Context: an optimization exercise on an open-source flow, tuned for small area and a short achievable clock period. The choices shown serve that exercise and are no tape-out recipe. The RTL was checked by simulation tests, not by an equivalence proof against the original design.

==> flow/design.v <==
package cic_pkg;
  localparam int IN_WIDTH  = 18;
  localparam int OUT_WIDTH = 18;
  localparam int ACC_WIDTH = 42;
  function automatic int clog2_int(input int v);
    integer i;
    clog2_int = 0;
    for (i = 0; i < 31; i = i + 1) begin
      if ((1 << i) < v) clog2_int = i + 1;
    end
  endfunction
endpackage
module cic_round (
  input  logic [cic_pkg::ACC_WIDTH-1:0]  acc,
  input  logic [2:0]                     sel,
  output logic [cic_pkg::OUT_WIDTH-1:0]  slice,
  output logic                           rnd_bit
);
  always_comb begin
    case (sel)
      3'd0:    begin slice = acc[21:4];  rnd_bit = acc[3];  end
      3'd1:    begin slice = acc[25:8];  rnd_bit = acc[7];  end
      3'd2:    begin slice = acc[29:12]; rnd_bit = acc[11]; end
      3'd3:    begin slice = acc[33:16]; rnd_bit = acc[15]; end
      3'd4:    begin slice = acc[37:20]; rnd_bit = acc[19]; end
      default: begin slice = acc[41:24]; rnd_bit = acc[23]; end
    endcase
  end
endmodule
module cic_add #(
  parameter int W    = 42,
  parameter int KIND = 0
) (
  input  logic [W-1:0] a,
  input  logic [W-1:0] b,
  input  logic         ci,
  output logic [W-1:0] s
);
  localparam int L = cic_pkg::clog2_int(W);
  logic [W-1:0] g [0:2*L+1];
  logic [W-1:0] p [0:2*L+1];
  logic [W-1:0] p0;
  assign p0 = a ^ b;
  assign g[0] = {a[W-1:1] & b[W-1:1], (a[0] & b[0]) | (p0[0] & ci)};
  assign p[0] = p0;
  generate
    if (KIND == 0) begin : g_sk
      for (genvar l = 0; l < L; l++) begin : lv
        for (genvar i = 0; i < W; i++) begin : bt
          if ((i >> l) & 1) begin : m
            localparam int J = ((i >> l) << l) - 1;
            assign g[l+1][i] = g[l][i] | (p[l][i] & g[l][J]);
            assign p[l+1][i] = p[l][i] & p[l][J];
          end else begin : k
            assign g[l+1][i] = g[l][i];
            assign p[l+1][i] = p[l][i];
          end
        end
      end
      assign s[0] = p0[0] ^ ci;
      assign s[W-1:1] = p0[W-1:1] ^ g[L][W-2:0];
    end else if (KIND == 1) begin : g_ks
      for (genvar l = 0; l < L; l++) begin : lv
        for (genvar i = 0; i < W; i++) begin : bt
          if (i >= (1 << l)) begin : m
            assign g[l+1][i] = g[l][i] | (p[l][i] & g[l][i-(1<<l)]);
            assign p[l+1][i] = p[l][i] & p[l][i-(1<<l)];
          end else begin : k
            assign g[l+1][i] = g[l][i];
            assign p[l+1][i] = p[l][i];
          end
        end
      end
      assign s[0] = p0[0] ^ ci;
      assign s[W-1:1] = p0[W-1:1] ^ g[L][W-2:0];
    end else if (KIND == 2) begin : g_bk
      for (genvar l = 0; l < L; l++) begin : up
        for (genvar i = 0; i < W; i++) begin : bt
          if ((i % (2 << l)) == (2 << l) - 1) begin : m
            assign g[l+1][i] = g[l][i] | (p[l][i] & g[l][i-(1<<l)]);
            assign p[l+1][i] = p[l][i] & p[l][i-(1<<l)];
          end else begin : k
            assign g[l+1][i] = g[l][i];
            assign p[l+1][i] = p[l][i];
          end
        end
      end
      for (genvar l = L - 2; l >= 0; l--) begin : dn
        for (genvar i = 0; i < W; i++) begin : bt
          if ((i % (2 << l)) == (1 << l) - 1 && i >= (2 << l)) begin : m
            assign g[2*L-1-l][i] = g[2*L-2-l][i] | (p[2*L-2-l][i] & g[2*L-2-l][i-(1<<l)]);
            assign p[2*L-1-l][i] = p[2*L-2-l][i] & p[2*L-2-l][i-(1<<l)];
          end else begin : k
            assign g[2*L-1-l][i] = g[2*L-2-l][i];
            assign p[2*L-1-l][i] = p[2*L-2-l][i];
          end
        end
      end
      assign s[0] = p0[0] ^ ci;
      assign s[W-1:1] = p0[W-1:1] ^ g[2*L-1][W-2:0];
    end else begin : g_hc
      for (genvar l = 0; l < L; l++) begin : lv
        for (genvar i = 0; i < W; i++) begin : bt
          if (l == 0 && (i % 2) == 1) begin : m0
            assign g[l+1][i] = g[l][i] | (p[l][i] & g[l][i-1]);
            assign p[l+1][i] = p[l][i] & p[l][i-1];
          end else if (l > 0 && (i % 2) == 1 && i >= (1 << l) + 1) begin : m
            assign g[l+1][i] = g[l][i] | (p[l][i] & g[l][i-(1<<l)]);
            assign p[l+1][i] = p[l][i] & p[l][i-(1<<l)];
          end else begin : k
            assign g[l+1][i] = g[l][i];
            assign p[l+1][i] = p[l][i];
          end
        end
      end
      for (genvar i = 0; i < W; i++) begin : ev
        if ((i % 2) == 0 && i >= 2) begin : m
          assign g[L+1][i] = g[L][i] | (p[L][i] & g[L][i-1]);
        end else begin : k
          assign g[L+1][i] = g[L][i];
        end
      end
      assign s[0] = p0[0] ^ ci;
      assign s[W-1:1] = p0[W-1:1] ^ g[L+1][W-2:0];
    end
  endgenerate
endmodule
module cic_acc #(
  parameter int W = 42
) (
  input  logic [W-1:0] a,
  input  logic [W-1:0] b,
  input  logic         en,
  output logic [W-1:0] d
);
  localparam int L = cic_pkg::clog2_int(W);
  logic [W-1:0] g [0:L];
  logic [W-1:0] p [0:L];
  logic [W-1:0] carry;
  assign g[0] = a & b;
  assign p[0] = a ^ b;
  for (genvar l = 0; l < L; l++) begin : lv
    for (genvar i = 0; i < W; i++) begin : bt
      if ((i >> l) & 1) begin : m
        localparam int J = ((i >> l) << l) - 1;
        assign g[l+1][i] = g[l][i] | (p[l][i] & g[l][J]);
        assign p[l+1][i] = p[l][i] & p[l][J];
      end else begin : k
        assign g[l+1][i] = g[l][i];
        assign p[l+1][i] = p[l][i];
      end
    end
  end
  assign carry = {g[L][W-2:0], 1'b0};
  assign d = a ^ ({W{en}} & (b ^ carry));
endmodule
module cic_interpolator (
  input  logic                clock,
  input  logic                reset_n,
  input  logic [5:0]          interpolation,
  input  logic                clear_underflow,
  output logic                underflow,
  input  logic                out_strobe,
  input  logic                in_valid,
  input  logic signed [17:0]  in_data,
  output logic                in_ready,
  output logic                out_valid,
  output logic signed [17:0]  out_data
);
  localparam int AW   = cic_pkg::ACC_WIDTH;
  localparam int KIND = 0;
  logic [5:0]          phase_q;
  logic                phase_nz_q;
  logic [17:0]         sample0_q, sample1_q;
  logic [18:0]         comb_last1_q;
  logic [19:0]         comb2_q, comb_last2_q;
  logic [20:0]         comb3_q, comb_last3_q;
  logic [21:0]         comb4_q, comb_last4_q;
  logic [21:0]         integ1_q;
  logic [AW-1:0]       integ2_q, integ3_q, integ4_q, integ5_q;
  logic [17:0]         out_slice_q;
  logic [2:0]          out_carry_q;
  logic                out_valid_q;
  logic                underflow_q;
  logic                load_tick;
  logic                wrap;
  logic [17:0]         x;
  logic [18:0]         comb1;
  logic [19:0]         csa_s, csa_c;
  logic [19:0]         comb2_d;
  logic [20:0]         comb3_d;
  logic [21:0]         comb4_d;
  logic [AW-1:0]       integ2_d, integ3_d, integ4_d, integ5_d;
  logic [2:0]          slice_sel;
  logic [17:0]         slice;
  logic                rnd_bit;
  assign load_tick = out_strobe && !phase_nz_q;
  assign x         = in_valid ? in_data : 18'd0;
  assign wrap      = ({1'b0, phase_q} + 7'd1) >= {1'b0, interpolation};
  cic_add #(.W(19), .KIND(KIND)) u_comb1 (
    .a({sample0_q[17], sample0_q}), .b(~{sample1_q[17], sample1_q}), .ci(1'b1), .s(comb1));
  always_comb begin
    logic [19:0] a, b, c;
    a = {{2{sample0_q[17]}}, sample0_q};
    b = ~{{2{sample1_q[17]}}, sample1_q};
    c = ~{comb_last1_q[18], comb_last1_q};
    csa_s = a ^ b ^ c;
    csa_c = {(a[18:0] & b[18:0]) | (a[18:0] & c[18:0]) | (b[18:0] & c[18:0]), 1'b1};
  end
  cic_add #(.W(20), .KIND(KIND)) u_comb2 (.a(csa_s), .b(csa_c), .ci(1'b1), .s(comb2_d));
  cic_add #(.W(21), .KIND(KIND)) u_comb3 (
    .a({comb2_q[19], comb2_q}), .b(~{comb_last2_q[19], comb_last2_q}), .ci(1'b1), .s(comb3_d));
  cic_add #(.W(22), .KIND(KIND)) u_comb4 (
    .a({comb3_q[20], comb3_q}), .b(~{comb_last3_q[20], comb_last3_q}), .ci(1'b1), .s(comb4_d));
  cic_acc #(.W(AW)) u_acc2 (
    .a(integ2_q), .b({{(AW-22){integ1_q[21]}}, integ1_q}), .en(out_strobe), .d(integ2_d));
  cic_acc #(.W(AW)) u_acc3 (.a(integ3_q), .b(integ2_q), .en(out_strobe), .d(integ3_d));
  cic_acc #(.W(AW)) u_acc4 (.a(integ4_q), .b(integ3_q), .en(out_strobe), .d(integ4_d));
  cic_acc #(.W(AW)) u_acc5 (.a(integ5_q), .b(integ4_q), .en(out_strobe), .d(integ5_d));
  always_comb begin
    if (interpolation < 6'd2 || interpolation > 6'd40) slice_sel = 3'd5;
    else if (interpolation <= 6'd2)  slice_sel = 3'd0;
    else if (interpolation <= 6'd4)  slice_sel = 3'd1;
    else if (interpolation <= 6'd8)  slice_sel = 3'd2;
    else if (interpolation <= 6'd16) slice_sel = 3'd3;
    else if (interpolation <= 6'd32) slice_sel = 3'd4;
    else                             slice_sel = 3'd5;
  end
  cic_round u_round (
    .acc     (integ5_q),
    .sel     (slice_sel),
    .slice   (slice),
    .rnd_bit (rnd_bit)
  );
  always_ff @(posedge clock or negedge reset_n) begin
    if (!reset_n) begin
      phase_q      <= '0;
      phase_nz_q   <= 1'b0;
      sample0_q    <= '0;
      sample1_q    <= '0;
      comb_last1_q <= '0;
      comb2_q      <= '0;
      comb_last2_q <= '0;
      comb3_q      <= '0;
      comb_last3_q <= '0;
      comb4_q      <= '0;
      comb_last4_q <= '0;
      integ1_q     <= '0;
      integ2_q     <= '0;
      integ3_q     <= '0;
      integ4_q     <= '0;
      integ5_q     <= '0;
      out_valid_q  <= 1'b0;
      underflow_q  <= 1'b0;
    end else begin
      if (out_strobe) begin
        phase_q    <= wrap ? 6'd0 : phase_q + 6'd1;
        phase_nz_q <= !wrap;
      end
      integ2_q <= integ2_d;
      integ3_q <= integ3_d;
      integ4_q <= integ4_d;
      integ5_q <= integ5_d;
      if (load_tick) begin
        sample0_q    <= x;
        sample1_q    <= sample0_q;
        comb_last1_q <= comb1;
        comb2_q      <= comb2_d;
        comb_last2_q <= comb2_q;
        comb3_q      <= comb3_d;
        comb_last3_q <= comb3_q;
        comb4_q      <= comb4_d;
        comb_last4_q <= comb4_q;
        integ1_q     <= comb_last4_q;
      end
      out_valid_q <= out_strobe;
      if (load_tick && !in_valid) underflow_q <= 1'b1;
      else if (clear_underflow)   underflow_q <= 1'b0;
    end
  end
  always_ff @(posedge clock) begin
    out_slice_q    <= slice;
    out_carry_q[0] <= rnd_bit;
    out_carry_q[1] <= rnd_bit & (&slice[5:0]);
    out_carry_q[2] <= rnd_bit & (&slice[11:0]);
  end
  assign in_ready  = load_tick;
  assign out_valid = out_valid_q;
  assign out_data  = {out_slice_q[17:12] + 6'(out_carry_q[2]),
                      out_slice_q[11:6]  + 6'(out_carry_q[1]),
                      out_slice_q[5:0]   + 6'(out_carry_q[0])};
  assign underflow = underflow_q;
endmodule
==> flow/flow/run.sh <==
#!/bin/bash
# Standard ORFS layout (the standard.sh), with clock tree synthesis told
# not to add dummy loads. Make's full output goes to flow_make.log.
set -euo pipefail
bash standard.sh \
  "CTS_ARGS=-sink_clustering_enable -repair_clock_nets -dont_use_dummy_load" \
  finish > flow_make.log 2>&1
==> flow/standard.sh <==
#!/bin/bash
# synth_recipe.tcl (not shown) runs the flow's synth.tcl, then flattens the netlist and writes it again
# the make line also repeats each setting of config.mk as NAME=value (left out here)
make -C /OpenROAD-flow-scripts/flow DESIGN_CONFIG=/design/flow/config.mk WORK_HOME=/design/flow/orfs CLKGATE_MAP_FILE= SYNTH_SCRIPT=/design/flow/synth_recipe.tcl "${@:-finish}"
==> flow/config.mk <==
export PLATFORM = sky130hd
export DESIGN_NAME = cic_interpolator
export DESIGN_NICKNAME = cic_interpolator
export VERILOG_FILES = /design/flow/design.v
export SDC_FILE = /design/flow/constraint.sdc
export NUM_CORES = 4
export LEC_CHECK = 0
export CAP_MARGIN = 20
export CORE_MARGIN = 2
export CORE_UTILIZATION = 40
export PLACE_DENSITY = 0.6
export SETUP_SLACK_MARGIN = 3.45
export SLEW_MARGIN = 20
==> flow/constraint.sdc <==
create_clock -name core_clock -period 6.5 [get_ports {clock}]
set_input_delay 1.3000 -clock core_clock [delete_from_list [all_inputs] [get_ports {clock}]]
set_output_delay 1.3000 -clock core_clock [all_outputs]
set_load 0.01 [all_outputs]
==> impl_metrics.toml, run 1 <==
[run_status]
outcome = "finished clean"

[floorplanning]
floorplan.io_pins = 50
die_area_sq_um = 66700
num_rows = 93
core_area_sq_um = 64200
die_h_um = 258
die-width_um = 258
initial_utilization_pct = 40.3

[setup_path]
slowest_delay_ns = 0.59
crit_arrival_ns = 3.76
required_time_of_the_critical_path_ns = 7.00
timing.critical_path.to_type = "flip-flop"
criticalPathCategory = "reg2reg"
critical-path-slowest-cell = "sky130_fd_sc_hd__o41ai_1"
startpoint_type = "flip-flop"
critical_path.max_fanout = 8
critical_path.cell_chain = "ha_1, a21o_1, a21oi_1, o21ai_0, o41ai_1, a2bb2oi_1, o41a_4, buf_6, a21boi_2, or3_1, nand3_2, xnor2_1"

[timing]
timing_worst_slew_pin_value_ns = 0.833
maxClockFrequency_ghz = 0.307
final-setup-viol-count = 0
clock_skew_ns = 0.0503
timing.slew.headroom_pct = 44.5
hold_slack_ns = 0.463
timing.final.crit_period_ns = 3.26
grt_setup_unrepaired = "true"
maxSlewViolCount = 0
min_period_over_period_pct = 50.2
setup-tns-final_ns = 0
final-hold-violation-count = 0

[job]
maxCapViolations = 0

[synth]
synth.yosys.seq_area_share_pct = 38.4
number_of_enable_type_register_cells_in_the_synthesized_netlist = 0
mappedNetlistNets = 3107
netlist_top_cells_count = "sky130_fd_sc_hd__nand2_1 (510), sky130_fd_sc_hd__dfrtp_1 (380), sky130_fd_sc_hd__ha_1 (247), sky130_fd_sc_hd__xnor2_1 (241), sky130_fd_sc_hd__o21ai_0 (204)"
syn-instance-count = 2793
synth.ff_latch_count = 401
yosys_most_used_dff = "sky130_fd_sc_hd__dfrtp_1"
syn-cell-area_sq_um = 25900
area_share_of_the_leading_cell_type_in_the_synthesized_netlist_pct = 36.8
synth_cell_types = 80
async_flop_share_pct = 94.8
synth.yosys.warnings = 17
post-synth-top-count-cell = "sky130_fd_sc_hd__nand2_1"
avgSynthCellArea_sq_um = 9.26
cell_type_with_the_largest_total_area_after_synthesis = "sky130_fd_sc_hd__dfrtp_1"
synth_area_leaders = "sky130_fd_sc_hd__dfrtp_1 (37%), sky130_fd_sc_hd__ha_1 (12%), sky130_fd_sc_hd__xnor2_1 (8.2%)"

[global_route]
global_route.usage.met1_pct = 22.2
globalRouteMet3Util_pct = 2.14
antenna_found_initial = 0
number_of_global_route_vias_before_repair = 20369
globalRouteTotalUtil_pct = 17.7
grt_util_met2_pct = 31.6
grt_start_max_net_pins = 143
grt.busiest_layer = "met2"
grt_first_pass_wirelength_um = 99400
gr-total-overflow = 0

[cts]
clkSinkCount = 401
clock_latency_ns = 0.59
cts_inserted_buffers = 49
cts.clk_slew.worst_paths_ns = 0.06
htreeDepth = 2
tritoncts = "done"
clk_root_buffer_cell = "sky130_fd_sc_hd__clkbuf_16"
clock_tree.buffer_depth = 3

[detailed_routing]
remaining_drc_errors = 0
postRouteWirelength_um = 60200
routed_via_density = 5.31
antenna_violating_nets_post_route = 0
drtIter0Drc = 1080
vias = 20194
drt_pre_antenna_iters = 8
detail_route.wl_per_cell_um = 15.8

[cells_and_area]
layout-drive-gt1-share_pct = 15.3
antenna-diode-count = 0
final_net_count = 3265
area_growth_syn_to_layout_pct = 20.6
layout.cell_area.non_filler_sq_um = 31200
final_cell_count_no_fill = 3804

[place]
dpl_cell_area_sq_um = 27300
gpl.final_weighted_congestion = 0.825
place.detailed.hpwl_um = 39600
placed_cells_incl_taps = 3619
port_buffers = 49

[worst_hold_path]
min-delay-path-class = "reg2reg"
-- layout by cell type (no fill, tap or decap), types with 12 or more instances in the layout --
cell                              instances
sky130_fd_sc_hd__and4_1                  12
sky130_fd_sc_hd__dfxtp_1                 19
sky130_fd_sc_hd__a21oi_1                 77
sky130_fd_sc_hd__o21ai_2                 17
sky130_fd_sc_hd__clkdlybuf4s50_1         24
sky130_fd_sc_hd__dfrtp_2                 24
sky130_fd_sc_hd__nand3_1                 57
sky130_fd_sc_hd__nor3_1                  34
sky130_fd_sc_hd__nand4_1                 22
sky130_fd_sc_hd__buf_6                   20
sky130_fd_sc_hd__o21ai_1                 13
sky130_fd_sc_hd__nand2b_1                30
sky130_fd_sc_hd__o21bai_1                15
sky130_fd_sc_hd__a21o_1                  62
sky130_fd_sc_hd__o21ai_0                173
sky130_fd_sc_hd__dfrtp_1                355
sky130_fd_sc_hd__fa_1                    31
sky130_fd_sc_hd__clkbuf_16               49
sky130_fd_sc_hd__o21a_1                  25
sky130_fd_sc_hd__a31oi_1                 26
sky130_fd_sc_hd__xor2_1                 107
sky130_fd_sc_hd__ha_1                   210
sky130_fd_sc_hd__nand2_1                506
sky130_fd_sc_hd__nor2_1                  94
sky130_fd_sc_hd__xnor2_1                236
sky130_fd_sc_hd__a21oi_2                 26
sky130_fd_sc_hd__a22oi_1                 20
sky130_fd_sc_hd__ha_4                    35
sky130_fd_sc_hd__buf_4                  114
sky130_fd_sc_hd__nand3b_1                16
sky130_fd_sc_hd__a222oi_1                19
sky130_fd_sc_hd__or3_1                   19
sky130_fd_sc_hd__inv_1                  147
-- metal layers --
metal	share of wire [%]	up-vias
met4	2.9	0
met2	50	328
met1	44	9750
met5	0	-
li1	-	9996
met3	3.2	120
-- critical path, delay by kind of cell (launching register included) --
kind,cells,cell delay (ns)
adders and majority gates,1,0.38
AOI/OAI and AO/OA,7,1.69
xor gates and xnor gates,1,0.12
DFF,1,0.47
buffers and inverters,1,0.11
and+or+nand+nor,2,0.44
-- final timing paths --
| path | slack (ns) | depth (start not counted) | start | endpoint |
|---|---|---|---|---|
| max in group asynchronous | 4.39 | 2 | reset_n | integ1_q[21] |
| hold reg to reg | 0.46 | 2 | comb_last4_q[17] | integ1_q[17] |
| setup reg to reg | 3.24 | 12 | integ2_q[25] | integ3_q[34] |
| min in group asynchronous | 0.69 | 1 | reset_n | phase_q[2] |
| setup / recovery | 3.24 | 12 | integ2_q[25] | integ3_q[34] |
| hold / removal | 0.46 | 2 | comb_last4_q[17] | integ1_q[17] |
-- flip-flops by register name (all words and copies together), names as in the netlist, 19 cells and up --
signal / cells
comb2_q: 20
comb_last4_q: 22
comb3_q: 21
comb_last1_q: 19
integ1_q: 22
integ2_q: 42
integ3_q: 42
integ4_q: 42
comb_last3_q: 21
comb_last2_q: 20
integ5_q: 42
comb4_q: 22
-- metrics by stage --
| step | setup slack (ns) | utilization, % |
|---|---|---|
| floorplan | 3.31 | - |
| global placement | 1.89 | 42.5 |
| detailed placement | 1.85 | 42.5 |
| CTS | 3.21 | 46.5 |
| global route | 3.12 | 48.6 |
| finish | 3.24 | 48.6 |
-- cells by family after synthesis --
group / after synthesis / share of synthesized area (%)
flip-flops: 401 / 38.4
multiplexers: 12 / 0.474
XOR/XNOR: 350 / 11.8
AND/OR/NAND/NOR: 882 / 15.3
buffers and inverters: 245 / 3.57
AO/OA/AOI/OAI: 618 / 15.5
adder cells (fa/ha/maj): 285 / 14.9
-- repair_timing --
action                     CTS  global route
resized for setup          178           180
pin swaps                   83           142
setup endpoints to repair  239           104
buffers inserted            68            62
cloned                       5             1
hold buffers                 0             0
-- cell type report --
class                           count  area [sq um]
Fill cell                        5828         33000
Multi-Input combinational cell   2149         16500
Sequential cell                   401          9970
Timing Repair Buffer              193          1770
Clock buffer                       49          1230
Tap cell                          855          1070
Inverter                          155           612
Timing Repair inverter              2          20.0
==> run 2: changes to the inputs <==
--- a/flow/config.mk
+++ b/flow/config.mk
@@ -9,5 +9,5 @@
 export CORE_MARGIN = 2
-export CORE_UTILIZATION = 40
-export PLACE_DENSITY = 0.6
-export SETUP_SLACK_MARGIN = 3.45
+export CORE_UTILIZATION = 60
+export PLACE_DENSITY = 0.72
+export SETUP_SLACK_MARGIN = 3.2
 export SLEW_MARGIN = 20
==> run 2 against run 1 <==
Critical endpoint is now integ3_q[41]. Hold slack worse by 0.0037 ns. Still clean on timing, DRC and antenna. Synthesized cell count unchanged. Critical path type unchanged. Design area is 6.1% lower. Clock-buffer cell count decreased by 4.
==> impl_metrics.toml, run 2 <==
[cts]
hold_buffers = 0
tritoncts = "done"
clkSinkCount = 401
cts_inserted_buffers = 45
clock_latency_ns = 0.58
cts.clk_slew.worst_paths_ns = 0.06
clock_tree.buffer_depth = 3
htreeDepth = 2
clk_root_buffer_cell = "sky130_fd_sc_hd__clkbuf_16"

[detailed_routing]
remaining_drc_errors = 0
drtIter0Drc = 1316
routed_via_density = 5.82
postRouteWirelength_um = 56300
drt_pre_antenna_iters = 10
vias = 20007
antenna_violating_nets_post_route = 0
detail_route.wl_per_cell_um = 16.4

[timing]
timing.slew.headroom_pct = 35.0
timing_worst_slew_pin_value_ns = 0.975
final-setup-viol-count = 0
maxClockFrequency_ghz = 0.295
final-hold-violation-count = 0
grt_setup_unrepaired = "true"
timing.final.crit_period_ns = 3.39
maxSlewViolCount = 0
min_period_over_period_pct = 52.2
clock_skew_ns = 0.0457
setup-tns-final_ns = 0

[setup_path]
crit_family = "compound AO/OA/AOI/OAI gates"
worstRegToRegCells = 11
criticalPathCategory = "reg2reg"
critical_path.cell_chain = "ha_4, nand2_1, a211o_1, or3_4, o21a_4, o31a_1, o41a_4, o21ai_4, a41oi_1, mux2i_1, o21ai_1"
critical-path-slowest-cell = "sky130_fd_sc_hd__o41a_4"
reg2reg_to = "integ3_q[41]"
required_time_of_the_critical_path_ns = 6.92
timing.rr.start = "integ2_q[9]"
slowest_delay_ns = 0.56
critical_path.max_fanout = 8
setup.reg_to_reg.worst_slack_ns = 3.11
timing.critical_path.to_type = "flip-flop"
cp_num_buf_inv = 0
crit_arrival_ns = 3.82
startpoint_type = "flip-flop"

[cells_and_area]
final-seq-area_sq_um = 9950
final_cell_mix = "sky130_fd_sc_hd__nand2_1 (509), sky130_fd_sc_hd__dfrtp_1 (362), sky130_fd_sc_hd__xnor2_1 (238)"
mostFrequentLayoutCell = "sky130_fd_sc_hd__nand2_1"
area_growth_syn_to_layout_pct = 13.3
antenna-diode-count = 0
layout.cell_area.non_filler_sq_um = 29300
layout-drive-gt1-share_pct = 9.69
multi_input_area_sq_um = 15700
num-fill-cells = 3302
final_net_count = 3205

[synth]
netlist_top_cells_count = "sky130_fd_sc_hd__nand2_1 (510), sky130_fd_sc_hd__dfrtp_1 (380), sky130_fd_sc_hd__ha_1 (247), sky130_fd_sc_hd__xnor2_1 (241), sky130_fd_sc_hd__o21ai_0 (204)"
mappedNetlistNets = 3107
synth.yosys.warnings = 17
area_share_of_the_leading_cell_type_in_the_synthesized_netlist_pct = 36.8
syn-cell-area_sq_um = 25900
number_of_enable_type_register_cells_in_the_synthesized_netlist = 0
synth.yosys.seq_area_share_pct = 38.4
async_flop_share_pct = 94.8
yosys_most_used_dff = "sky130_fd_sc_hd__dfrtp_1"
cell_type_with_the_largest_total_area_after_synthesis = "sky130_fd_sc_hd__dfrtp_1"
synth_cell_types = 80
synth.ff_latch_count = 401
synth_area_leaders = "sky130_fd_sc_hd__dfrtp_1 (37%), sky130_fd_sc_hd__ha_1 (12%), sky130_fd_sc_hd__xnor2_1 (8.2%)"
avgSynthCellArea_sq_um = 9.26
syn-instance-count = 2793
post-synth-top-count-cell = "sky130_fd_sc_hd__nand2_1"

[place]
gpl.final_weighted_congestion = 0.868
place.detailed.hpwl_um = 38500
port_buffers = 49
dpl_cell_area_sq_um = 26900

[worst_hold_path]
holdPathEnd = "comb_last4_q[5]"
min-delay-path-class = "reg2reg"
hold_start = "comb4_q[5]"
min_path_cells = 2

[floorplanning]
floorplan.io_pins = 50
num_rows = 76
core_area_sq_um = 42800
die_area_sq_um = 44800
initial_utilization_pct = 60.5
die_h_um = 212
die-width_um = 212

[global_route]
globalRouteTotalUtil_pct = 25.2
grt_first_pass_wirelength_um = 92900
number_of_global_route_vias_before_repair = 19754
grt_start_max_net_pins = 126
gr-total-overflow = 0
antenna_found_initial = 0

[run_status]
outcome = "finished clean"

[job]
maxCapViolations = 0
run 2: worst max-delay path by stage:
stage,start,end,slack (ns),cells past startpoint
2_1_floorplan,out_strobe,in_ready,3.14,4
3_3_place_gp,interpolation[3],out_carry_q[2],2.09,9
3_5_place_dp,out_strobe,in_ready,2.08,4
4_1_cts,out_strobe,in_ready,3.03,4
5_1_grt,integ2_q[9],integ3_q[41],3.03,11
6_report,integ2_q[9],integ3_q[41],3.11,11
run 2: cell families (layout without fill, tap and decap cells):
kind of cell,Yosys count,count (layout),synth area share [%]
AOI/OAI and AO/OA,618,618,15.5
xor gates and xnor gates,350,350,11.8
adders and majority gates,285,285,14.9
buffers and inverters,245,341,3.57
DFF,401,401,38.4
muxes,12,12,0.474
and+or+nand+nor,882,882,15.3
run 2: area by class of cell:
type	instances	area share, %
Timing Repair Buffer	139	4.31
Sequential cell	401	34.0
Inverter	155	2.04
Multi-Input combinational cell	2147	53.4
Timing Repair inverter	2	0.0598
Clock buffer	45	3.84
Tap cell	546	2.33
run 2: stage by stage:
stage               hold slack [ns]  setup WS (ns)  utilization, %  cells
finish                        0.459           3.11            68.5   3435
floorplan                     0.435           3.14               -   2793
CTS                           0.462           3.03            66.3   3374
global placement              0.449           2.09            62.8   3312
global route                  0.494           3.03            68.5   3435
detailed placement            0.454           2.08            62.8   3312
run 2: what timing repair did:
item                                    4_1_cts  5_1_grt
setup buffers                                15       60
endpoints found under the setup margin       94       77
gates resized for setup                      66       96
pin swaps                                    17       48
cloned                                        2        1
run 2: metal layers:
metal	up-vias	GRT usage, %	part of all wire, %
li1	9867	-	-
met1	9653	30.4	41
met2	352	45.8	52
met3	135	2.80	3.1
met4	0	10.5	3.8
met5	-	0	0
run 2: worst min-delay path: stages, from the launching register on:
cell and delay, ns:
sky130_fd_sc_hd__dfrtp_1 0.34, sky130_fd_sc_hd__nand2_1 0.05, sky130_fd_sc_hd__nand2_1 0.04
==> run 3: changes to the inputs <==
--- a/flow/config.mk
+++ b/flow/config.mk
@@ -9,4 +9,4 @@
 export CORE_MARGIN = 2
-export CORE_UTILIZATION = 60
-export PLACE_DENSITY = 0.72
+export CORE_UTILIZATION = 40
+export PLACE_DENSITY = 0.6
 export SETUP_SLACK_MARGIN = 3.2
==> run 3 against run 2 <==
Flip-flop and latch count did not move. Highest routed layer unchanged. Largest cell class unchanged. Global-route usage decreased by 8.0 points. Clock skew grew 0.062 ns. Non-clock buffer count fell by 10. Clock-buffer cell count grew 3. Synthesized area is the same. Hold slack worse by 0.065 ns. Synthesized cell count unchanged.
==> impl_metrics.toml, run 3 <==
[cts]
clock_tree.buffer_depth = 3
clkSinkCount = 401
cts_inserted_buffers = 48
clock_latency_ns = 0.62
htreeDepth = 2
clk_root_buffer_cell = "sky130_fd_sc_hd__clkbuf_16"
tritoncts = "done"
cts.clk_slew.worst_paths_ns = 0.06

[detailed_routing]
vias = 19853
remaining_drc_errors = 0
postRouteWirelength_um = 57800
maxUsedRoutingLayer = "met4"
drtIter0Drc = 1257
drt_pre_antenna_iters = 11
wl_met2_um = 29200
detail_route.wl_per_cell_um = 15.4
route.met3.wl_um = 1960
wl_met1_um = 25200
antenna_violating_nets_post_route = 0
routed_via_density = 5.31

[synth]
cell_type_with_the_largest_total_area_after_synthesis = "sky130_fd_sc_hd__dfrtp_1"
synth_area_leaders = "sky130_fd_sc_hd__dfrtp_1 (37%), sky130_fd_sc_hd__ha_1 (12%), sky130_fd_sc_hd__xnor2_1 (8.2%)"
netlist_top_cells_count = "sky130_fd_sc_hd__nand2_1 (510), sky130_fd_sc_hd__dfrtp_1 (380), sky130_fd_sc_hd__ha_1 (247), sky130_fd_sc_hd__xnor2_1 (241), sky130_fd_sc_hd__o21ai_0 (204)"
syn-instance-count = 2793
synth.yosys.seq_area_share_pct = 38.4
number_of_enable_type_register_cells_in_the_synthesized_netlist = 0
post-synth-top-count-cell = "sky130_fd_sc_hd__nand2_1"
syn-cell-area_sq_um = 25900
yosys_most_used_dff = "sky130_fd_sc_hd__dfrtp_1"
avgSynthCellArea_sq_um = 9.26
async_flop_share_pct = 94.8
synth.ff_latch_count = 401
synth_cell_types = 80
area_share_of_the_leading_cell_type_in_the_synthesized_netlist_pct = 36.8
synth.yosys.warnings = 17
mappedNetlistNets = 3107

[place]
place.detailed.hpwl_um = 40100
dpl_cell_area_sq_um = 27300
placement_setup_slack_ns = 1.98
gpl.final_weighted_congestion = 0.833
port_buffers = 49

[floorplanning]
num_rows = 93
floorplan.io_pins = 50
die_area_sq_um = 66700
die_h_um = 258
die-width_um = 258
core_area_sq_um = 64200
initial_utilization_pct = 40.3

[timing]
timing.slew.headroom_pct = 40.2
final-hold-violation-count = 0
setup-tns-final_ns = 0
maxSlewViolCount = 0
timing.final.crit_period_ns = 3.25
final-setup-viol-count = 0
timing_worst_slew_pin_value_ns = 0.896
maxClockFrequency_ghz = 0.307
min_period_over_period_pct = 50.1
clock_skew_ns = 0.107
grt_setup_unrepaired = "true"
fin_ws_ns = 3.25

[worst_hold_path]
min-delay-path-class = "reg2reg"

[setup_path]
timing.critical_path.to_type = "flip-flop"
critical_path.max_fanout = 8
criticalPathCategory = "reg2reg"
required_time_of_the_critical_path_ns = 6.91
startpoint_type = "flip-flop"
crit_arrival_ns = 3.66
critical-path-slowest-cell = "sky130_fd_sc_hd__dfrtp_2"
critical_path.cell_chain = "ha_4, o21ai_2, a211o_1, or3_1, o21a_2, o31a_1, o41a_4, o21ai_4, a31oi_4, mux2i_1, o21ai_1"
slowest_delay_ns = 0.45

[global_route]
antenna_found_initial = 0
globalRouteTotalUtil_pct = 17.3
gr-total-overflow = 0
number_of_global_route_vias_before_repair = 19758
grt_first_pass_wirelength_um = 97100
grt_start_max_net_pins = 139

[cells_and_area]
mostFrequentLayoutCell = "sky130_fd_sc_hd__nand2_1"
layout.cell_area.non_filler_sq_um = 29600
antenna-diode-count = 0
area_growth_syn_to_layout_pct = 14.4
final_net_count = 3200
layout-drive-gt1-share_pct = 9.02
final_cell_mix = "sky130_fd_sc_hd__nand2_1 (509), sky130_fd_sc_hd__dfrtp_1 (364), sky130_fd_sc_hd__xnor2_1 (241)"

[job]
maxCapViolations = 0

[run_status]
outcome = "finished clean"
## run 3: cells by family (layout without fill, tap and decap cells)
group | after synthesis | count (layout) | synth area share (%)
flip-flops | 401 | 401 | 38.4
AO/OA/AOI/OAI | 618 | 618 | 15.5
multiplexers | 12 | 12 | 0.474
buffers and inverters | 245 | 334 | 3.57
XOR/XNOR | 350 | 350 | 11.8
AND/OR/NAND/NOR | 882 | 884 | 15.3
adder cells (fa/ha/maj) | 285 | 285 | 14.9
## run 3: layer usage
layer	global-route usage [%]	up-vias
li1	-	9856
met1	21.5	9563
met2	31.3	336
met3	2.42	98
met4	4.70	0
met5	0	-
## run 3: path summary, 6_finish.rpt
check                             from              end  slack [ns]  cells past startpoint
setup / recovery           integ3_q[7]     integ3_q[41]        3.25                     11
hold / removal              comb4_q[8]  comb_last4_q[8]        0.39                      2
setup reg to reg           integ3_q[7]     integ3_q[41]        3.25                     11
hold reg to reg             comb4_q[8]  comb_last4_q[8]        0.39                      2
max in group asynchronous      reset_n     integ1_q[21]        4.35                      2
min in group asynchronous      reset_n       phase_q[2]        0.70                      1
## run 3: stage by stage
| step | utilization, % | hold slack [ns] | instances |
|---|---|---|---|
| 4_1_cts | 45.1 | 0.387 | 3697 |
| 3_5_place_dp | 42.5 | 0.453 | 3622 |
| 6_report | 46.1 | 0.394 | 3739 |
| 3_3_place_gp | 42.5 | 0.450 | 3622 |
| 2_1_floorplan | - | 0.435 | 2793 |
| 5_1_grt | 46.1 | 0.432 | 3739 |
## run 3: worst max-delay path: cells and delay by family, from the launching register on
| kind | cells | cell delay [ns] |
|---|---|---|
| AOI/OAI and AO/OA | 8 | 1.82 |
| adders and majority gates | 1 | 0.30 |
| DFF | 1 | 0.45 |
| muxes | 1 | 0.18 |
| and+or+nand+nor | 1 | 0.35 |
## run 3: layout make-up
cell class	instances	area (sq um)
clock buffers	48	1200
multi-input cells	2149	15600
repair inverters	2	17.5
well taps	855	1070
inverters	155	602
flip-flops and latches	401	9950
repair buffers	129	1200
fillers	6087	34600
## run 3: what timing repair did
action                                 4_1_cts  5_1_grt
pin swaps                                   27       43
endpoints found under the hold margin        0        0
resized for setup                           68       77
setup buffers                               22       42
setup endpoints to repair                   78       57
gates cloned                                 5        0
hold buffers                                 0        0
==> run 4: changes to the inputs <==
==> flow/flow/run.sh (replaced) <==
#!/bin/bash
# Standard ORFS layout (the standard.sh) with clock tree synthesis using
# clkbuf_8 leaf buffers and no dummy loads. Make's output: flow_make.log.
set -euo pipefail
bash standard.sh \
  "CTS_ARGS=-sink_clustering_enable -repair_clock_nets -dont_use_dummy_load -buf_list sky130_fd_sc_hd__clkbuf_8" \
  finish > flow_make.log 2>&1
==> run 4 against run 3 <==
Sequential share of layout area grew 0.17 points. Synthesized cell count stayed put. Design area is 0.44% lower. Die area unchanged. Highest routed layer unchanged. Critical path depth increased by 2. Hold slack better by 0.021 ns. Still clean on timing, DRC and antenna.
==> impl_metrics.toml, run 4 <==
[cts]
clock_tree.buffer_depth = 3
clk_root_buffer_cell = "sky130_fd_sc_hd__clkbuf_8"
clock_latency_ns = 0.65
cts_inserted_buffers = 75
cts.clk_slew.worst_paths_ns = 0.06
hold_buffers = 0
tritoncts = "done"
clkSinkCount = 401
htreeDepth = 3

[floorplanning]
num_rows = 93
die_h_um = 258
floorplan.io_pins = 50
die-width_um = 258
die_area_sq_um = 66700
core_area_sq_um = 64200
initial_utilization_pct = 40.3

[timing]
final-hold-violation-count = 0
timing.slew.headroom_pct = 39.5
maxSlewViolCount = 0
timing.final.crit_period_ns = 3.29
maxClockFrequency_ghz = 0.304
setup-tns-final_ns = 0
grt_setup_unrepaired = "true"
final-setup-viol-count = 0
min_period_over_period_pct = 50.7
fin_ws_ns = 3.21
clock_skew_ns = 0.0689
timing_worst_slew_pin_value_ns = 0.908

[place]
gpl.final_weighted_congestion = 0.833
place.detailed.hpwl_um = 40100
port_buffers = 49
placement_setup_slack_ns = 1.98

[synth]
post-synth-top-count-cell = "sky130_fd_sc_hd__nand2_1"
number_of_enable_type_register_cells_in_the_synthesized_netlist = 0
synth_area_leaders = "sky130_fd_sc_hd__dfrtp_1 (37%), sky130_fd_sc_hd__ha_1 (12%), sky130_fd_sc_hd__xnor2_1 (8.2%)"
async_flop_share_pct = 94.8
avgSynthCellArea_sq_um = 9.26
synth.yosys.warnings = 17
netlist_top_cells_count = "sky130_fd_sc_hd__nand2_1 (510), sky130_fd_sc_hd__dfrtp_1 (380), sky130_fd_sc_hd__ha_1 (247), sky130_fd_sc_hd__xnor2_1 (241), sky130_fd_sc_hd__o21ai_0 (204)"
syn-cell-area_sq_um = 25900
mappedNetlistNets = 3107
syn-instance-count = 2793
area_share_of_the_leading_cell_type_in_the_synthesized_netlist_pct = 36.8
synth.yosys.seq_area_share_pct = 38.4
cell_type_with_the_largest_total_area_after_synthesis = "sky130_fd_sc_hd__dfrtp_1"
yosys_most_used_dff = "sky130_fd_sc_hd__dfrtp_1"
synth_cell_types = 80
synth.ff_latch_count = 401

[cells_and_area]
layout-drive-gt1-share_pct = 10.1
final_cell_mix = "sky130_fd_sc_hd__nand2_1 (509), sky130_fd_sc_hd__dfrtp_1 (360), sky130_fd_sc_hd__xnor2_1 (241)"
layout.core_utilization_pct = 45.9
area_growth_syn_to_layout_pct = 13.9
mostFrequentLayoutCell = "sky130_fd_sc_hd__nand2_1"
final_net_count = 3223
num-fill-cells = 6119

[detailed_routing]
antenna_violating_nets_post_route = 0
detail_route.wl_per_cell_um = 15.3
remaining_drc_errors = 0
drt_pre_antenna_iters = 7
drtIter0Drc = 1028
postRouteWirelength_um = 57600
vias = 19906
routed_via_density = 5.29

[setup_path]
crit_arrival_ns = 3.79
startpoint_type = "flip-flop"
critical-path-slowest-cell = "sky130_fd_sc_hd__dfrtp_1"
critical_path.cell_chain = "ha_4, fa_2, nor2b_1, o21a_1, o21ai_4, a2111oi_4, buf_4, o31a_1, a41o_1, nor2_1, fa_1, xor2_1, o21ai_0"
slowest_delay_ns = 0.41
timing.critical_path.to_type = "flip-flop"
critical_path.max_fanout = 3
cp-startpoint = "comb_last2_q[0]"
required_time_of_the_critical_path_ns = 7.00
criticalPathCategory = "reg2reg"
timing.rr.start = "comb_last2_q[0]"

[worst_hold_path]
min-delay-path-class = "reg2reg"
hold_start = "comb4_q[9]"

[global_route]
grt_start_max_net_pins = 139
antenna_found_initial = 1
grt_first_pass_wirelength_um = 97000
globalRouteTotalUtil_pct = 17.3
number_of_global_route_vias_before_repair = 19930
gr-total-overflow = 0

[run_status]
outcome = "finished clean"

[job]
maxCapViolations = 0
==> run 4: layout make-up <==
class | count | area (sq um) | share of cell area (%)
inverter | 155 | 602 | 2.04
multi-input combinational | 2149 | 15700 | 53.2
clock buffer | 75 | 1030 | 3.50
timing repair inverter | 2 | 17.5 | 0.0594
sequential | 401 | 9960 | 33.8
antenna | 1 | 2.50 | 0.00849
tap | 855 | 1070 | 3.63
timing repair buffer | 125 | 1120 | 3.82
==> run 4: what timing repair did <==
action | CTS | global route
gates cloned | 4 | 0
gates resized for setup | 73 | 93
pin swaps | 24 | 54
setup buffers | 21 | 40
setup endpoints to repair | 87 | 68
==> run 4: cells by family (layout without fill, tap and decap cells) <==
family,count (synthesis),count (layout),synth area share [%]
buffers and inverters,245,357,3.57
adder cells (fa/ha/maj),285,285,14.9
other,0,1,0
AO/OA/AOI/OAI,618,618,15.5
AND/OR/NAND/NOR,882,884,15.3
multiplexers,12,12,0.474
XOR/XNOR,350,350,11.8
flip-flops,401,401,38.4
==> run 4: final timing paths <==
path                       depth (start not counted)  slack, ns               to
max                                               13       3.21      comb3_q[17]
min                                                2       0.42  comb_last4_q[9]
max reg2reg                                       13       3.21      comb3_q[17]
min reg2reg                                        2       0.42  comb_last4_q[9]
max in group asynchronous                          2       4.46     integ1_q[21]
min in group asynchronous                          1       0.65       phase_q[2]
==> run 4: layer usage <==
| layer | routed length [um] | track usage, % | up-vias |
|---|---|---|---|
| li1 | - | - | 9893 |
| met4 | 1450 | 5.99 | 0 |
| met3 | 2110 | 2.97 | 109 |
| met5 | 0 | 0 | - |
| met2 | 28800 | 30.6 | 313 |
| met1 | 25300 | 21.3 | 9591 |
==> run 4: worst max-delay path: cells and delay by family, from the launching register on <==
kind | cells | cell delay [ns]
flip-flops | 1 | 0.41
XOR/XNOR | 1 | 0.18
AO/OA/AOI/OAI | 6 | 1.20
buffers and inverters | 1 | 0.18
adder cells (fa/ha/maj) | 3 | 0.95
AND/OR/NAND/NOR | 2 | 0.19
==> run 4: stage by stage <==
step | instance area (sq um) | hold WS (ns) | cells
2_1_floorplan | 25900 | 0.435 | 2793
3_3_place_gp | 27300 | 0.450 | 3622
3_5_place_dp | 27300 | 0.453 | 3622
4_1_cts | 28800 | 0.427 | 3722
5_1_grt | 29500 | 0.474 | 3763
6_report | 29500 | 0.415 | 3763
==> run 5: changes to the inputs <==
==> flow/flow/run.sh (replaced) <==
#!/bin/bash
# Standard ORFS layout (the standard.sh) with: no dummy loads in clock
# tree synthesis, and buf_2 as the port buffer. Make's output: flow_make.log.
set -euo pipefail
bash standard.sh \
  "CTS_ARGS=-sink_clustering_enable -repair_clock_nets -dont_use_dummy_load" \
  "BUFFER_PORTS_ARGS=-buffer_cell sky130_fd_sc_hd__buf_2" \
  finish > flow_make.log 2>&1
--- a/flow/config.mk
+++ b/flow/config.mk
@@ -11,3 +11,3 @@
 export PLACE_DENSITY = 0.6
-export SETUP_SLACK_MARGIN = 3.2
+export SETUP_SLACK_MARGIN = 3.3
 export SLEW_MARGIN = 20
==> run 5 against run 4 <==
Clock skew is 0.031 ns lower. Sequential share of layout area shrank 0.15 points. Still clean on timing, DRC and antenna. Die area unchanged. Synthesized cell count stayed put. Fmax up 2.9%. Register-to-register slack better by 0.09 ns. Worst setup slack better by 0.092 ns. Flip-flop and latch count unchanged. Hold slack gained 0.041 ns. Design area grew 0.46%. Largest cell class unchanged.
==> impl_metrics.toml, run 5 <==
[cts]
cts.clk_slew.worst_paths_ns = 0.05
clock_latency_ns = 0.58
cts_inserted_buffers = 48
clk_root_buffer_cell = "sky130_fd_sc_hd__clkbuf_16"
clkSinkCount = 401
tritoncts = "done"
clock_tree.buffer_depth = 3
htreeDepth = 2

[synth]
synth.yosys.warnings = 17
post-synth-top-count-cell = "sky130_fd_sc_hd__nand2_1"
number_of_enable_type_register_cells_in_the_synthesized_netlist = 0
synth_area_in_adders_pct = 14.9
share_of_the_synthesized_netlist_area_taken_by_xor_and_xnor_gates_pct = 11.8
yosys_most_used_dff = "sky130_fd_sc_hd__dfrtp_1"
area_share_of_the_leading_cell_type_in_the_synthesized_netlist_pct = 36.8
synth.ff_latch_count = 401
syn-cell-area_sq_um = 25900
synth.yosys.seq_area_share_pct = 38.4
netlist_top_cells_count = "sky130_fd_sc_hd__nand2_1 (510), sky130_fd_sc_hd__dfrtp_1 (380), sky130_fd_sc_hd__ha_1 (247), sky130_fd_sc_hd__xnor2_1 (241), sky130_fd_sc_hd__o21ai_0 (204)"
synth_area_leaders = "sky130_fd_sc_hd__dfrtp_1 (37%), sky130_fd_sc_hd__ha_1 (12%), sky130_fd_sc_hd__xnor2_1 (8.2%)"
syn-instance-count = 2793
synth-compound-area-share_pct = 15.5
cell_type_with_the_largest_total_area_after_synthesis = "sky130_fd_sc_hd__dfrtp_1"
async_flop_share_pct = 94.8
synthSimpleGateAreaFrac_pct = 15.3
mappedNetlistNets = 3107
synth_top_family_by_area = "compound AO/OA/AOI/OAI gates"
avgSynthCellArea_sq_um = 9.26
synth_cell_types = 80
synth.area.mux_share_pct = 0.474

[timing]
final-hold-violation-count = 0
clock_skew_ns = 0.0377
timing_worst_slew_pin_value_ns = 0.914
timing.slew.headroom_pct = 39.1
maxClockFrequency_ghz = 0.312
setup-tns-final_ns = 0
grt_setup_unrepaired = "true"
min_period_over_period_pct = 49.2
maxSlewViolCount = 0
timing.final.crit_period_ns = 3.20
final-setup-viol-count = 0

[detailed_routing]
drtIter0Drc = 997
remaining_drc_errors = 0
postRouteWirelength_um = 57600
routed_via_density = 5.25
detail_route.wl_per_cell_um = 15.4
drt_pre_antenna_iters = 7
antenna_violating_nets_post_route = 0
vias = 19618

[floorplanning]
num_rows = 93
core_area_sq_um = 64200
die_h_um = 258
initial_utilization_pct = 40.3
die-width_um = 258
floorplan.io_pins = 50
die_area_sq_um = 66700

[global_route]
grt_start_max_net_pins = 152
globalRouteMet3Util_pct = 2.16
grt_first_pass_wirelength_um = 97300
gr-total-overflow = 0
number_of_global_route_vias_before_repair = 19877
grt.busiest_layer = "met2"
antenna_found_initial = 0
global_route.usage.met1_pct = 21.9
grt_util_met2_pct = 30.9
globalRouteTotalUtil_pct = 17.3

[setup_path]
critical_path.max_fanout = 4
timing.critical_path.to_type = "flip-flop"
required_time_of_the_critical_path_ns = 6.92
startpoint_type = "flip-flop"
worstRegToRegCells = 15
criticalPathCategory = "reg2reg"
crit_arrival_ns = 3.62

[cells_and_area]
antenna-diode-count = 0
area_growth_syn_to_layout_pct = 14.4
final_net_count = 3201
final-seq-area_sq_um = 9960
layout.core_utilization_pct = 46.1
num-fill-cells = 6070
layout.cell_area.non_filler_sq_um = 29600
layout-drive-gt1-share_pct = 12.1
mostFrequentLayoutCell = "sky130_fd_sc_hd__nand2_1"
multi_input_area_sq_um = 15800
final_cell_mix = "sky130_fd_sc_hd__nand2_1 (508), sky130_fd_sc_hd__dfrtp_1 (360), sky130_fd_sc_hd__xnor2_1 (239)"

[worst_hold_path]
min_path_cells = 2
min-delay-path-class = "reg2reg"

[place]
dpl_cell_area_sq_um = 27000
place.detailed.hpwl_um = 39800
port_buffers = 49
gpl.final_weighted_congestion = 0.847

[run_status]
outcome = "finished clean"

[job]
maxCapViolations = 0
run 5: cell counts after synthesis:
No cell type changed its count.
run 5: what timing repair did:
item                       CTS  global route
gates resized for setup     83            89
pin swaps                   31            60
setup endpoints to repair   83            71
buffers inserted            33            35
hold buffers                 0             0
gates cloned                 4             1
run 5: final cells by class:
class,count,share of cell area (%)
tap,855,3.61
sequential,401,33.6
timing repair inverter,2,0.0676
clock buffer,48,4.06
timing repair buffer,130,3.22
inverter,155,2.07
multi-input combinational,2149,53.4
run 5: routing by layer:
metal	up-vias	wire, um
met5	-	0
met4	0	1570
met3	98	1520
met2	258	28700
met1	9415	25900
li1	9847	-
run 5: stage by stage:
stage               std cells  setup WS, ns  hold WS [ns]
finish                   3740          3.30         0.456
detailed placement       3619          2.41         0.454
global placement         3619          2.44         0.454
CTS                      3704          3.19         0.468
floorplan                2793          3.29         0.435
global route             3740          3.15         0.483
run 5: logic make-up (layout without fill, tap and decap cells):
group / count (synthesis) / in the layout
xor gates and xnor gates: 350 / 350
and+or+nand+nor: 882 / 884
muxes: 12 / 12
AOI/OAI and AO/OA: 618 / 618
buffers and inverters: 245 / 335
DFF: 401 / 401
adders and majority gates: 285 / 285
run 5: worst paths after layout:
kind / to / slack (ns) / startpoint
worst max register to register: comb_last1_q[17] / 3.30 / sample1_q[0]
worst min-delay path: integ1_q[21] / 0.46 / comb_last4_q[21]
worst min register to register: integ1_q[21] / 0.46 / comb_last4_q[21]
max in group asynchronous: sample0_q[6] / 4.51 / reset_n
min in group asynchronous: phase_q[4] / 0.63 / reset_n
worst max-delay path: comb_last1_q[17] / 3.30 / sample1_q[0]
run 5: worst max-delay path: stages (launching register included):
cell and delay (ns):
sky130_fd_sc_hd__dfrtp_1 0.41, sky130_fd_sc_hd__ha_4 0.18, sky130_fd_sc_hd__fa_2 0.36, sky130_fd_sc_hd__nor2b_2 0.13, sky130_fd_sc_hd__o21ai_2 0.07, sky130_fd_sc_hd__a21boi_2 0.16
sky130_fd_sc_hd__o311a_1 0.21, sky130_fd_sc_hd__o21ai_2 0.09, sky130_fd_sc_hd__a21oi_4 0.24, sky130_fd_sc_hd__o221ai_4 0.14, sky130_fd_sc_hd__o211ai_1 0.27, sky130_fd_sc_hd__a21oi_2 0.13
sky130_fd_sc_hd__fa_2 0.37, sky130_fd_sc_hd__xnor2_2 0.14, sky130_fd_sc_hd__nand2_1 0.08, sky130_fd_sc_hd__o21ai_1 0.08
==> run 6: changes to the inputs <==
--- a/flow/config.mk
+++ b/flow/config.mk
@@ -7,2 +7,3 @@
 export LEC_CHECK = 0
+export ABC_AREA = 1
 export CAP_MARGIN = 20
@@ -11,3 +12,3 @@
 export PLACE_DENSITY = 0.6
-export SETUP_SLACK_MARGIN = 3.3
+export SETUP_SLACK_MARGIN = 3.35
 export SLEW_MARGIN = 20
==> run 6 against run 5 <==
Synthesized area is 8.8% higher. Sequential share of layout area shrank 1.4 points. Die area rose by 8.6%. Hold slack lost 0.060 ns. Clock skew grew 0.058 ns. Still clean on timing, DRC and antenna. Register-to-register slack better by 0.22 ns. Clock-buffer cell count increased by 2. Global-route usage fell by 0.55 points.
==> impl_metrics.toml, run 6 <==
[setup_path]
crit_arrival_ns = 1.81
timing.critical_path.to_type = "primary output"
startpoint_type = "input pin"
critical_path.max_fanout = 3
criticalPathCategory = "in2out"
required_time_of_the_critical_path_ns = 5.20

[cts]
hold_buffers = 0
clock_tree.buffer_depth = 3
clkSinkCount = 401
cts_inserted_buffers = 50
clk_root_buffer_cell = "sky130_fd_sc_hd__clkbuf_16"
tritoncts = "done"
clock_latency_ns = 0.61
cts.clk_slew.worst_paths_ns = 0.05
htreeDepth = 2

[synth]
synth_cell_types = 50
synth.yosys.seq_area_share_pct = 35.3
syn-instance-count = 3620
async_flop_share_pct = 94.8
post-synth-top-count-cell = "sky130_fd_sc_hd__nand2_1"
avgSynthCellArea_sq_um = 7.77
area_share_of_the_leading_cell_type_in_the_synthesized_netlist_pct = 33.8
syn-cell-area_sq_um = 28100
cell_type_with_the_largest_total_area_after_synthesis = "sky130_fd_sc_hd__dfrtp_1"
yosys_most_used_dff = "sky130_fd_sc_hd__dfrtp_1"
synth.yosys.warnings = 17
number_of_enable_type_register_cells_in_the_synthesized_netlist = 0
synth.ff_latch_count = 401
mappedNetlistNets = 3934
netlist_top_cells_count = "sky130_fd_sc_hd__nand2_1 (860), sky130_fd_sc_hd__inv_1 (512), sky130_fd_sc_hd__dfrtp_1 (380), sky130_fd_sc_hd__nand3_1 (303), sky130_fd_sc_hd__ha_1 (247)"
synth_area_leaders = "sky130_fd_sc_hd__dfrtp_1 (34%), sky130_fd_sc_hd__nand2_1 (11%), sky130_fd_sc_hd__ha_1 (11%)"

[floorplanning]
die_h_um = 269
initial_utilization_pct = 40.3
num_rows = 97
floorplan.io_pins = 50
die_area_sq_um = 72500
die-width_um = 269
core_area_sq_um = 69800

[job]
maxCapViolations = 0

[timing]
clock_skew_ns = 0.0958
setup-tns-final_ns = 0
hold_slack_ns = 0.396
final-hold-violation-count = 0
timing_worst_slew_pin_value_ns = 0.953
timing.slew.headroom_pct = 36.5
maxClockFrequency_ghz = 0.321
final-setup-viol-count = 0
grt_setup_unrepaired = "true"
timing.final.crit_period_ns = 3.11
min_period_over_period_pct = 47.9
maxSlewViolCount = 0

[worst_hold_path]
min-delay-path-class = "reg2reg"

[place]
gpl.final_weighted_congestion = 0.826
place.detailed.hpwl_um = 41300
port_buffers = 49
dpl_cell_area_sq_um = 29300
placed_cells_incl_taps = 4533

[cells_and_area]
num-fill-cells = 6993
final_net_count = 3973
antenna-diode-count = 0
final_cell_count_no_fill = 4597
layout.cell_area.non_filler_sq_um = 30800
final_cell_mix = "sky130_fd_sc_hd__nand2_1 (859), sky130_fd_sc_hd__inv_1 (509), sky130_fd_sc_hd__dfrtp_1 (380)"
area_growth_syn_to_layout_pct = 9.34
layout-drive-gt1-share_pct = 7.93
mostFrequentLayoutCell = "sky130_fd_sc_hd__nand2_1"

[detailed_routing]
postRouteWirelength_um = 59500
wl_met2_um = 25200
antenna_violating_nets_post_route = 0
route.met3.wl_um = 1850
remaining_drc_errors = 0
maxUsedRoutingLayer = "met4"
drtIter0Drc = 1302
detail_route.wl_per_cell_um = 12.9
wl_met1_um = 30700
vias = 22249
drt_pre_antenna_iters = 5
routed_via_density = 4.84

[global_route]
gr-total-overflow = 0
antenna_found_initial = 0
number_of_global_route_vias_before_repair = 21861
globalRouteTotalUtil_pct = 16.8
grt_first_pass_wirelength_um = 105000
grt_start_max_net_pins = 128

[run_status]
outcome = "finished clean"
-- run 6: changes by cell type in the layout (fill, tap and decap cells not counted), sizes merged, moves of 82 or more --
cell / previous run / this run
a21oi: 109 / 213
inv: 155 / 514
nand2: 512 / 939
nand3: 60 / 351
nor2: 99 / 181
xnor2: 241 / 44
-- run 6: worst paths after layout --
path | start | endpoint | slack [ns] | cells past startpoint
max | out_strobe | in_ready | 3.39 | 5
min | comb4_q[19] | comb_last4_q[19] | 0.40 | 2
max reg2reg | sample0_q[0] | comb_last1_q[17] | 3.52 | 17
min reg2reg | comb4_q[19] | comb_last4_q[19] | 0.40 | 2
max in group asynchronous | reset_n | integ2_q[14] | 4.42 | 2
min in group asynchronous | reset_n | sample1_q[5] | 0.68 | 1
-- run 6: what timing repair did --
action                     in CTS  in global routing
setup endpoints to repair      94                 23
setup buffers                   4                  6
gates resized for setup         8                  9
gates cloned                    4                  0
pin swaps                       1                  3
-- run 6: cells by family (layout without fill, tap and decap cells) --
family / after synthesis / in the layout / synth area share [%]
and+or+nand+nor: 1583 / 1584 / 25.8
adders and majority gates: 285 / 285 / 13.7
xor gates and xnor gates: 174 / 174 / 5.42
muxes: 1 / 1 / 0.0356
buffers and inverters: 601 / 637 / 8.37
DFF: 401 / 401 / 35.3
AOI/OAI and AO/OA: 575 / 575 / 11.4
-- run 6: area by class of cell --
type | count | area (sq um) | share of cell area [%]
inverter | 514 | 1940 | 6.29
multi-input combinational | 2619 | 15900 | 51.6
tap | 940 | 1180 | 3.82
timing repair buffer | 73 | 584 | 1.90
sequential | 401 | 9930 | 32.3
clock buffer | 50 | 1250 | 4.07
-- run 6: critical path, cell delays in order --
cell and delay, ns:
sky130_fd_sc_hd__buf_16 0.09, sky130_fd_sc_hd__inv_4 0.04, sky130_fd_sc_hd__buf_12 0.13, sky130_fd_sc_hd__nor2_4 0.12, sky130_fd_sc_hd__buf_6 0.12
-- run 6: through the flow --
step / worst slack (ns) / utilization [%]
2_1_floorplan: 3.22 / -
3_3_place_gp: 2.35 / 41.9
3_5_place_dp: 2.34 / 41.9
4_1_cts: 3.37 / 44.0
5_1_grt: 3.27 / 44.1
6_report: 3.39 / 44.1
-- run 6: layer usage --
metal	global-route usage [%]	vias to the layer above
li1	-	11886
met1	23.8	9997
met2	26.8	265
met3	2.08	101
met4	5.04	0
met5	0	-
==> run 7: changes to the inputs <==
--- a/flow/config.mk
+++ b/flow/config.mk
@@ -12,3 +12,3 @@
 export PLACE_DENSITY = 0.6
-export SETUP_SLACK_MARGIN = 3.35
+export SETUP_SLACK_MARGIN = 3.55
 export SLEW_MARGIN = 20
==> run 7 against run 6 <==
Still clean. Synthesized cell count is the same. Fmax grew 0.46%. Worst setup slack gained 0.014 ns. Core utilization grew 0.40 points. Critical path type unchanged.
==> impl_metrics.toml, run 7 <==
[detailed_routing]
remaining_drc_errors = 0
detail_route.wl_per_cell_um = 13.0
drt_pre_antenna_iters = 6
antenna_violating_nets_post_route = 0
drtIter0Drc = 1280
routed_via_density = 4.85
vias = 22340

[cells_and_area]
final_net_count = 3983
mostFrequentLayoutCell = "sky130_fd_sc_hd__nand2_1"
final_cell_count_no_fill = 4607
area_growth_syn_to_layout_pct = 10.3
final_cell_mix = "sky130_fd_sc_hd__nand2_1 (853), sky130_fd_sc_hd__inv_1 (508), sky130_fd_sc_hd__dfrtp_1 (380)"
layout-drive-gt1-share_pct = 9.19
antenna-diode-count = 0

[setup_path]
critical-path-slowest-cell = "sky130_fd_sc_hd__buf_12"
cp_num_buf_inv = 4
criticalPathCategory = "in2out"
critical_path.max_fanout = 2
crit_family = "buffers and inverters"
startpoint_type = "input pin"
setup.reg_to_reg.worst_slack_ns = 3.73
timing.critical_path.to_type = "primary output"

[floorplanning]
num_rows = 97
die_area_sq_um = 72500
die_h_um = 269
die-width_um = 269
floorplan.io_pins = 50
core_area_sq_um = 69800
initial_utilization_pct = 40.3

[synth]
synth.yosys.seq_area_share_pct = 35.3
synth.yosys.warnings = 17
cell_type_with_the_largest_total_area_after_synthesis = "sky130_fd_sc_hd__dfrtp_1"
synth_cell_types = 50
post-synth-top-count-cell = "sky130_fd_sc_hd__nand2_1"
mappedNetlistNets = 3934
netlist_top_cells_count = "sky130_fd_sc_hd__nand2_1 (860), sky130_fd_sc_hd__inv_1 (512), sky130_fd_sc_hd__dfrtp_1 (380), sky130_fd_sc_hd__nand3_1 (303), sky130_fd_sc_hd__ha_1 (247)"
syn-instance-count = 3620
number_of_enable_type_register_cells_in_the_synthesized_netlist = 0
avgSynthCellArea_sq_um = 7.77
yosys_most_used_dff = "sky130_fd_sc_hd__dfrtp_1"
async_flop_share_pct = 94.8
synth_area_leaders = "sky130_fd_sc_hd__dfrtp_1 (34%), sky130_fd_sc_hd__nand2_1 (11%), sky130_fd_sc_hd__ha_1 (11%)"

[job]
maxCapViolations = 0

[timing]
clock_skew_ns = 0.0954
timing_worst_slew_pin_value_ns = 0.952
timing.final.crit_period_ns = 3.10
maxSlewViolCount = 0
final-hold-violation-count = 0
min_period_over_period_pct = 47.7
setup-tns-final_ns = 0
timing.slew.headroom_pct = 36.5
maxClockFrequency_ghz = 0.323
final-setup-viol-count = 0

[global_route]
gr-total-overflow = 0
globalRouteTotalUtil_pct = 16.9
grt_first_pass_wirelength_um = 105000
grt_start_max_net_pins = 128

[place]
place.detailed.hpwl_um = 41300
gpl.final_weighted_congestion = 0.826
port_buffers = 49

[worst_hold_path]
min-delay-path-class = "reg2reg"

[cts]
tritoncts = "done"
clock_tree.buffer_depth = 3
clk_root_buffer_cell = "sky130_fd_sc_hd__clkbuf_16"
cts.clk_slew.worst_paths_ns = 0.05
clkSinkCount = 401
cts_inserted_buffers = 50
clock_latency_ns = 0.61

[run_status]
outcome = "finished clean"
[run 7: cell counts after synthesis]
No cell type changed its count.
[run 7: worst register-to-register path: stages (launching register included)]
cell	delay (ns)
sky130_fd_sc_hd__dfrtp_1	0.45
sky130_fd_sc_hd__fa_1	0.50
sky130_fd_sc_hd__ha_1	0.37
sky130_fd_sc_hd__a21oi_2	0.19
sky130_fd_sc_hd__o21ai_1	0.16
sky130_fd_sc_hd__a211oi_2	0.23
sky130_fd_sc_hd__nand2_2	0.10
sky130_fd_sc_hd__fa_2	0.52
sky130_fd_sc_hd__nand2_1	0.05
sky130_fd_sc_hd__o21ai_0	0.10
[run 7: what timing repair did]
item | CTS | global route
hold endpoints to repair | 0 | 0
resized for setup | 33 | 39
pin swaps | 10 | 11
endpoints found under the setup margin | 197 | 66
setup buffers | 10 | 10
hold buffers | 0 | 0
gates cloned | 4 | 0
[run 7: cell type report]
class / count / area (sq um)
Clock buffer: 50 / 1250
Fill cell: 6965 / 38700
Inverter: 514 / 1950
Multi-Input combinational cell: 2619 / 16100
Sequential cell: 401 / 9940
Tap cell: 940 / 1180
Timing Repair Buffer: 83 / 666
[run 7: cell families after synthesis]
kind of cell,synth area share (%)
mux,0.0356
fa+ha+maj,13.7
flops,35.3
xor+xnor,5.42
simple gates,25.8
compound gates,11.4
buf+inv,8.37
[run 7: through the flow]
stage                     hold WS [ns]  area [sq um]  utilization (%)  worst slack, ns
final                            0.397         31000             44.5             3.40
after global placement           0.454         29300             41.9             2.35
after detailed placement         0.456         29300             41.9             2.34
after global routing             0.427         31000             44.5             3.37
after CTS                        0.397         30800             44.2             3.39
after floorplan                  0.442         28200                -             3.22
[run 7: path summary, 6_finish.rpt]
path	startpoint	end	cells past startpoint
worst min-delay path	comb4_q[19]	comb_last4_q[19]	2
min in group asynchronous	reset_n	sample1_q[5]	1
worst max register to register	sample0_q[9]	comb2_q[16]	9
max in group asynchronous	reset_n	integ2_q[14]	2
worst max-delay path	out_strobe	in_ready	5
worst min register to register	comb4_q[19]	comb_last4_q[19]	2
[run 7: layer usage]
metal | vias to the layer above | wire (um) | part of all wire [%] | global-route usage (%)
met5 | - | 0 | 0 | 0
met4 | 0 | 1670 | 2.8 | 5.13
met3 | 100 | 1990 | 3.3 | 2.23
met2 | 261 | 25500 | 43 | 26.8
met1 | 10071 | 30700 | 51 | 23.9
li1 | 11908 | - | - | -

what the ideal ports hide:
How much do the figures lean on ideal ports? The routed layouts below were timed once more, with nothing changed but the port constraints.
Step 1 (the two cells are an assumption about what drives the block):
set clk [get_ports {clock}]
set_driving_cell -lib_cell sky130_fd_sc_hd__clkbuf_16 $clk
set_driving_cell -lib_cell sky130_fd_sc_hd__buf_2 [delete_from_list [all_inputs] $clk]
Step 2 adds t to the input delays and takes it off the output delays; t is the mean of the earliest and latest rising clock arrival at the registers after step 1. Input paths then give back, and output paths get back, about the clock's delay inside the block.
a / b / c = no drivers / after step 1 / after step 2; a / b = the first two.
run | t (ns) | setup WS [ns] | slew at the worst register clock pin (ns)
run 1 | 0.635 | 3.238 / 3.238 / 2.925 | 0.06 / 0.06
run 2 | 0.616 | 3.107 / 3.099 / 2.611 | 0.06 / 0.06
run 3 | 0.635 | 3.245 / 3.130 / 2.722 | 0.06 / 0.06
run 4 | 0.685 | 3.207 / 3.156 / 2.666 | 0.06 / 0.06
run 5 | 0.628 | 3.299 / 3.189 / 3.036 | 0.06 / 0.06
run 6 | 0.618 | 3.386 / 3.233 / 2.940 | 0.06 / 0.06
run 7 | 0.619 | 3.400 / 3.247 / 3.114 | 0.06 / 0.06
After both steps setup and hold are still met in every run listed. The setup slack of run 4, which loses most, moves by -0.051 ns with the drivers and by -0.541 ns with both steps.
